Context: an optimization exercise on an open-source flow, tuned for small area, a short achievable clock period and few clock cycles. The choices shown serve that exercise and are no tape-out recipe.
At most, simulation tests tie the RTL to the original design; equivalence was not proved.
No activity file was given, so power comes from the tool's default toggle rates.

job 101:
Design bounded_sorted_set_intersect, start of the top module:
module bounded_sorted_set_intersect #(
    parameter int LIST_DEPTH = 32,
    parameter int ID_WIDTH   = 32
) (
    input  wire logic        i_clk,
    input  wire logic        i_rst_n,
    input  wire logic        i_valid,
    output      logic        o_ready,
    input  wire logic [1:0]  i_operation,
    input  wire logic [31:0] i_value,
    input  wire logic [31:0] i_lower_bound,
    input  wire logic [31:0] i_upper_bound,
    output      logic        o_valid,
    input  wire logic        i_ready,
    output      logic [31:0] o_common_value,
    output      logic        o_is_element,
    output      logic [5:0]  o_match_count,
    output      logic        o_last
);
Size: roughly 5,700 cells after synthesis, about 2,600 flip-flops, about 110,000 um2 of cells after synthesis.
clock: 5.4 ns
lec_check: 0
cap_margin: 20
core_margin: 2
core_utilization: 50
cts_buf_list: sky130_fd_sc_hd__clkbuf_4 sky130_fd_sc_hd__clkbuf_8 sky130_fd_sc_hd__clkbuf_16
cts_cluster_diameter: 80
cts_cluster_size: 20
setup_slack_margin: 2.8
slew_margin: 20
run.sh (not shown) runs the stock make flow with config.mk's settings and CLKGATE_MAP_FILE= SYNTH_SCRIPT=/design/flow/synth_recipe.tcl, a recipe that flattens the netlist after the stock synthesis.
Having completed the whole flow, job 101 delivered a layout that passed the timing, DRC and antenna checks.
Testbench counts of job 101, summed over its fixed seeds: cycles 12,978.
Edits applied to the flow inputs when going from job 101 to job 102:
- a change of SETUP_SLACK_MARGIN from 2.8 to 2.6
--- outcome ---
Job 101 has a higher proportion of power drawn by combinational gates than job 102. The starting density of the core was comparable across job 102 and job 101. Core utilization, job 102 and job 101: smaller value in job 102. Job 102 — fraction of area in registers 2.1 points higher, job 101 as reference. Taking job 101 as the reference, in job 102 worst hold-check slack decreased 4.4 ps, met3 wirelength from detailed routing decreased about 2.2%, number of inserted filler cells in the final layout increased 432, clock latency at the later pin of the worst-skew pair essentially unchanged, first-iteration DRC count decreased 8.1%. Job 102 — overall via count from detail_route 2.9% lower, job 101 as reference.

========
bounded_sorted_set_intersect, a different RTL version from the one above (not shown whole).
Size: ~5700 cells after synthesis, ~2600 flip-flops, about 140 I/O pins.
export LEC_CHECK = 0
export CAP_MARGIN = 20
export CORE_MARGIN = 2
export CORE_UTILIZATION = 50
export CTS_BUF_LIST = sky130_fd_sc_hd__clkbuf_4 sky130_fd_sc_hd__clkbuf_8
export SETUP_SLACK_MARGIN = 2.4
export SLEW_MARGIN = 20
create_clock -name core_clock -period 5.4 [get_ports {i_clk}]
The baseline ran to the end with no violations.
Testbench counts at the start, summed over its fixed seeds: cycles 12,978.
Next try:
- CTS_BUF_LIST: sky130_fd_sc_hd__clkbuf_4 sky130_fd_sc_hd__clkbuf_8 -> sky130_fd_sc_hd__clkbuf_4 sky130_fd_sc_hd__clkbuf_8 sky130_fd_sc_hd__clkbuf_16
- CTS_CLUSTER_DIAMETER: default -> 80
- CTS_CLUSTER_SIZE: default -> 20
- SETUP_SLACK_MARGIN: 2.4 -> 2.6
Result: The changed run completed with no timing, DRC or antenna violations. Area after synthesis is unchanged. Final cell count fell by a few percent. Non-clock buffer count increases by 20.
Next try:
- CTS_CLUSTER_DIAMETER: 80 -> 100
- CTS_CLUSTER_SIZE: 20 -> 30
- SETUP_SLACK_MARGIN: 2.6 -> 2.4
Critical path depth came out higher by 2.
Count of clock-buffer cells in the layout goes down by 57.
Area after synthesis does not change.
Die area stays the same.
Worst setup slack loses 300 ps.
Synthesized cell count does not change.
Clock power drops by about 10%.
Via count went down by 1.6%.
Wire length decreases by 2.9%.

========
Setup of old:
bounded_sorted_set_intersect, a different RTL version from the one above (not shown whole).
Size: about 140 I/O pins, ~110000 um^2 of cells after synthesis.
==> flow/config.mk <==
export PLATFORM = sky130hd
export DESIGN_NAME = bounded_sorted_set_intersect
export DESIGN_NICKNAME = bounded_sorted_set_intersect
export VERILOG_FILES = /design/flow/design.v
export SDC_FILE = /design/flow/constraint.sdc
export NUM_CORES = 4
export LEC_CHECK = 0
export CAP_MARGIN = 20
export CORE_MARGIN = 2
export CORE_UTILIZATION = 65
export CTS_BUF_LIST = sky130_fd_sc_hd__clkbuf_4 sky130_fd_sc_hd__clkbuf_8 sky130_fd_sc_hd__clkbuf_16
export CTS_CLUSTER_DIAMETER = 80
export CTS_CLUSTER_SIZE = 20
export SETUP_SLACK_MARGIN = 2.6
export SLEW_MARGIN = 20
==> flow/constraint.sdc <==
create_clock -name core_clock -period 5.4 [get_ports {i_clk}]
set_input_delay 1.0800 -clock core_clock [delete_from_list [all_inputs] [get_ports {i_clk}]]
set_output_delay 1.0800 -clock core_clock [all_outputs]
set_load 0.01 [all_outputs]
Testbench counts of old, summed over its fixed seeds: cycles 12,978.
### old -> new
Settings: a change of CORE_UTILIZATION from 65 to 50.
Changes observed in new relative to old: final non-filler cell area up 1.0%; routed via count lower; power share of the clock group saw an increase.

========
Another version of the RTL of bounded_sorted_set_intersect (not shown whole).
For scale: roughly 5800 cells after synthesis, about 2600 flip-flops, ~140 I/O pins, roughly 110000 sq um of cells after synthesis.
clock: 5.4 ns
lec_check: 0
abc_clock_period_in_ps: 2800
cap_margin: 20
core_margin: 2
core_utilization: 40
setup_slack_margin: 2.4
slew_margin: 20
Edit:
--- a/flow/config.mk
+++ b/flow/config.mk
@@ -8 +7,0 @@
-export ABC_CLOCK_PERIOD_IN_PS = 2800
@@ -12 +10,0 @@
-export SETUP_SLACK_MARGIN = 2.4
What happened: Power drops by 0.40%. Clock skew drops by 11 ps. Utilization drops by 2.3 points. Clock power stays flat. Fmax drops by 15%. Via count drops by 4.8%. Die area stays the same. Worst setup slack degrades by 690 ps. Non-clock buffer count drops by 322.
No run of this note included a check of the RTL's function; only the layout flow was run.

[what the ideal ports hide]
Ports are ideal in the flow. The routed layouts listed here were re-timed in OpenROAD. Step 1 assumes that a clkbuf_16 drives the clock port and a buf_2 every other input. Step 2 moves the port delays by t, midway between the first and last clock arrival at a register: inputs arrive t later, outputs are due t later. That takes back most of the time a late clock gives input paths. Slacks: no drivers / after step 1 / after step 2; pairs: no drivers / after step 1.
| run | shift t [ns] | setup slack, ns | slew at the worst register clock pin (ns) | worst data-port slew with drivers (ns) | cell pins on the clock port's net |
|---|---|---|---|---|---|
| job 101 | 0.928 | 2.432 / 2.432 / 2.010 | 0.09 / 0.09 | 0.08 | 1 |
| job 102 | 0.915 | 2.266 / 2.266 / 2.017 | 0.09 / 0.09 | 0.05 | 1 |
| the first run of note 2 | 1.159 | 2.391 / 2.391 / 1.607 | 0.07 / 0.07 | 0.07 | 1 |
| the second run of note 2 | 0.911 | 2.520 / 2.520 / 1.884 | 0.09 / 0.09 | 0.09 | 1 |
| the third run of note 2 | 0.899 | 2.216 / 2.216 / 1.674 | 0.12 / 0.12 | 0.08 | 1 |
| old | 0.927 | 2.158 / 2.158 / 2.051 | 0.09 / 0.09 | 0.04 | 1 |
| new | 0.915 | 2.405 / 2.405 / 1.914 | 0.09 / 0.09 | 0.08 | 1 |
| the first run of note 4 | 0.956 | 1.580 / 1.580 / 1.198 | 0.07 / 0.07 | 0.08 | 1 |
| the second run of note 4 | 0.955 | 0.885 / 0.885 / 0.885 | 0.07 / 0.07 | 0.09 | 1 |
After both steps setup and hold are still met in every run listed. For the first run of note 2, which loses most, drivers alone change the setup slack by 0.000 ns; drivers and shift together by -0.784 ns.
